Context: an optimization exercise on an open-source flow, tuned for small area. The choices shown serve that exercise and are no tape-out recipe.
The RTL was checked by simulation tests, not by an equivalence proof against the original design.
No activity file was given, so power comes from the tool's default toggle rates.

==> flow/design.v (excerpt) <==
module ir_stage (
  input  wire logic                         clk_i,
  input  wire logic                         rst_ni,
  input  wire logic [1:0]                   us_valid_i,
  input  wire ir_pkg::instr_t                       us_instr0_i,
  input  wire ir_pkg::instr_t                       us_instr1_i,
  output logic [1:0]                        ir_rdy_o,
  output ir_pkg::reg_addr_t                         rf_raddr_p0a_o,
  output ir_pkg::reg_addr_t                         rf_raddr_p0b_o,
  output ir_pkg::reg_addr_t                         rf_raddr_p1a_o,
  output ir_pkg::reg_addr_t                         rf_raddr_p1b_o,
  input  wire ir_pkg::reg_data_t                    rf_rdata_p0a_i,
  input  wire ir_pkg::reg_data_t                    rf_rdata_p0b_i,
  input  wire ir_pkg::reg_data_t                    rf_rdata_p1a_i,
  input  wire ir_pkg::reg_data_t                    rf_rdata_p1b_i,
  input  wire logic [ir_pkg::NUM_WR_PORTS-1:0]      rf_we_i,
  input  wire ir_pkg::reg_addr_t [ir_pkg::NUM_WR_PORTS-1:0] rf_waddr_i,
  input  wire ir_pkg::reg_data_t [ir_pkg::NUM_WR_PORTS-1:0] rf_wdata_i,
  input  wire logic                         ir_flush_i,
  input  wire logic                         ir_flush_s0_i,
  input  wire logic                         ir_hold_i,
  input  wire logic [1:0]                   ds_rdy_i,
  output logic [1:0]                        ir_valid_o,
  output logic                              ira_is0_o,
  output ir_pkg::ir_dec_t                           ira_dec_o,
  output ir_pkg::ir_dec_t                           irb_dec_o,
  output ir_pkg::reg_data_t                         ira_op1_o,
  output ir_pkg::reg_data_t                         ira_op2_o,
  output ir_pkg::reg_data_t                         irb_op1_o,
  output ir_pkg::reg_data_t                         irb_op2_o
);
Size: roughly 1,700 cells after synthesis, ~570 I/O pins, about 16,000 sq um of cells after synthesis.
Settings: LEC_CHECK=0, CAP_MARGIN=10, CORE_MARGIN=2, CORE_UTILIZATION=25, SLEW_MARGIN=10, SYNTH_HIERARCHICAL=1; clock period 6.0 ns.
standard.sh (not shown) runs the stock make flow with config.mk's settings and CLKGATE_MAP_FILE= SYNTH_SCRIPT=/design/flow/synth_recipe.tcl, a recipe that flattens the netlist after the stock synthesis.
==> flow/flow/run.sh <==
#!/bin/bash
# Standard ORFS layout (standard synthesis unchanged). Combinational cells
# start at their smallest size before floorplan, port buffers use the
# smallest buffer cell, CTS skips dummy loads, and gates off the critical
# paths are downsized again after global routing.
set -euo pipefail
export BUFFER_PORTS_ARGS="-buffer_cell sky130_fd_sc_hd__buf_1"
export CTS_ARGS="-sink_clustering_enable -repair_clock_nets -dont_use_dummy_load -buf_list sky130_fd_sc_hd__clkbuf_8 -sink_clustering_size 12 -sink_clustering_max_diameter 50"
export RECOVER_POWER=100
export PRE_FLOORPLAN_TCL="$(pwd)/flow/downsize.tcl"
bash standard.sh > standard_flow.log 2>&1
==> flow/flow/downsize.tcl <==
# Before floorplan: give every combinational cell the smallest drive strength
# of its own function. Later repair (slew, capacitance, timing) sizes up again
# where the loads need it. Registers, buffers and clock cells are left alone.
set db [ord::get_db]
set block [ord::get_db_block]
set dont_use {}
if { [info exists ::env(DONT_USE_CELLS)] } { set dont_use $::env(DONT_USE_CELLS) }
array set smallest {}
foreach lib [$db getLibs] {
  foreach m [$lib getMasters] {
    set n [$m getName]
    if { ![regexp {^(sky130_fd_sc_hd__[a-z0-9]+)_[0-9]+$} $n -> base] } { continue }
    if { [lsearch -exact $dont_use $n] >= 0 } { continue }
    set a [expr { [$m getWidth] * [$m getHeight] }]
    if { ![info exists smallest($base)] || $a < [lindex $smallest($base) 1] } {
      set smallest($base) [list $m $a]
    }
  }
}
set n_swapped 0
set saved 0
foreach inst [$block getInsts] {
  set m [$inst getMaster]
  set n [$m getName]
  if { ![regexp {^(sky130_fd_sc_hd__([a-z0-9]+))_[0-9]+$} $n -> base short] } { continue }
  if { [regexp {^(df|edf|sdf|sedf|dl|buf|clkbuf|clkdly|dlygate|dlymetal|tap|conb|diode|fill|decap|clkinv|lpflow|probe|ebuf|einv)} $short] } { continue }
  if { ![info exists smallest($base)] } { continue }
  set nm [lindex $smallest($base) 0]
  if { $nm eq $m } { continue }
  set a [expr { [$m getWidth] * [$m getHeight] }]
  if { [lindex $smallest($base) 1] >= $a } { continue }
  if { [$inst swapMaster $nm] } {
    incr n_swapped
    set saved [expr { $saved + $a - [lindex $smallest($base) 1] }]
  }
}
puts "downsize: $n_swapped cells swapped to their smallest size, [expr { $saved / 1e6 }] um^2 less"
The baseline finished but fails on max-capacitance violations, max-slew violations.
Change:
==> flow/flow/run.sh (replaced) <==
#!/bin/bash
# Standard ORFS layout (standard synthesis unchanged). Combinational cells
# start at their smallest size before floorplan, port buffers use the
# smallest buffer cell, CTS skips dummy loads.
set -euo pipefail
export BUFFER_PORTS_ARGS="-buffer_cell sky130_fd_sc_hd__buf_1"
export CTS_ARGS="-sink_clustering_enable -repair_clock_nets -dont_use_dummy_load -buf_list sky130_fd_sc_hd__clkbuf_4 -sink_clustering_size 9 -sink_clustering_max_diameter 50"
export PRE_FLOORPLAN_TCL="$(pwd)/flow/downsize.tcl"
bash standard.sh > standard_flow.log 2>&1
=>
- Now the flow passed the timing, design-rule and antenna checks
- worst setup slack improves by 400 ps
- clock power is lower by about a fifth
- register-to-register slack gains 320 ps
- power went down by a few percent
Change:
==> flow/flow/run.sh (replaced) <==
#!/bin/bash
# Standard ORFS layout (standard synthesis unchanged). Combinational cells
# start at their smallest size before floorplan, port buffers use the
# smallest buffer cell, CTS skips dummy loads, and gates off the critical
# paths are downsized again after global routing.
set -euo pipefail
export BUFFER_PORTS_ARGS="-buffer_cell sky130_fd_sc_hd__buf_1"
export CTS_ARGS="-sink_clustering_enable -repair_clock_nets -dont_use_dummy_load -buf_list sky130_fd_sc_hd__clkbuf_4 -sink_clustering_size 8 -sink_clustering_max_diameter 40"
export RECOVER_POWER=100
export PRE_FLOORPLAN_TCL="$(pwd)/flow/downsize.tcl"
bash standard.sh > standard_flow.log 2>&1
The changed run finished but fails on max-capacitance violations, max-slew violations. Core utilization stays flat. Hold slack is worse by 85 ps. Synthesized cell count does not change. Final area shrinks by about 0.33%. Worst setup slack loses 440 ps. Wire length drops by about 0.43%. Sequential power barely changes. Register-to-register slack gets worse by 320 ps. Final cell count is about the same. Non-clock buffer count does not change.

==> what the ideal ports hide <==
The flow's constraints put no driver on any port. The routed layouts listed below were extracted and timed again, unchanged, in two steps.
Step 1, drivers: a clkbuf_16 drives clk_i and a buf_2 each remaining input, both assumed.
Step 2 also shifts input and output timing later by t, the mid clock arrival at the registers, as if the neighbouring blocks saw the same clock.
a / b / c = ideal ports / drivers / drivers and shift; a / b = the first two.
run	shift t [ns]	setup slack, ns	clock arrival spread, ns	worst data-port slew with drivers (ns)
the first run	0.618	0.735 / 0.760 / 0.142	0.133 / 0.134	0.16
the second run	0.802	1.134 / 1.134 / 0.582	0.092 / 0.091	0.17
the third run	0.843	0.696 / 0.725 / -0.118	0.149 / 0.149	0.18
The setup slack of the third run, which loses most, moves by +0.029 ns with the drivers and by -0.814 ns with both steps.
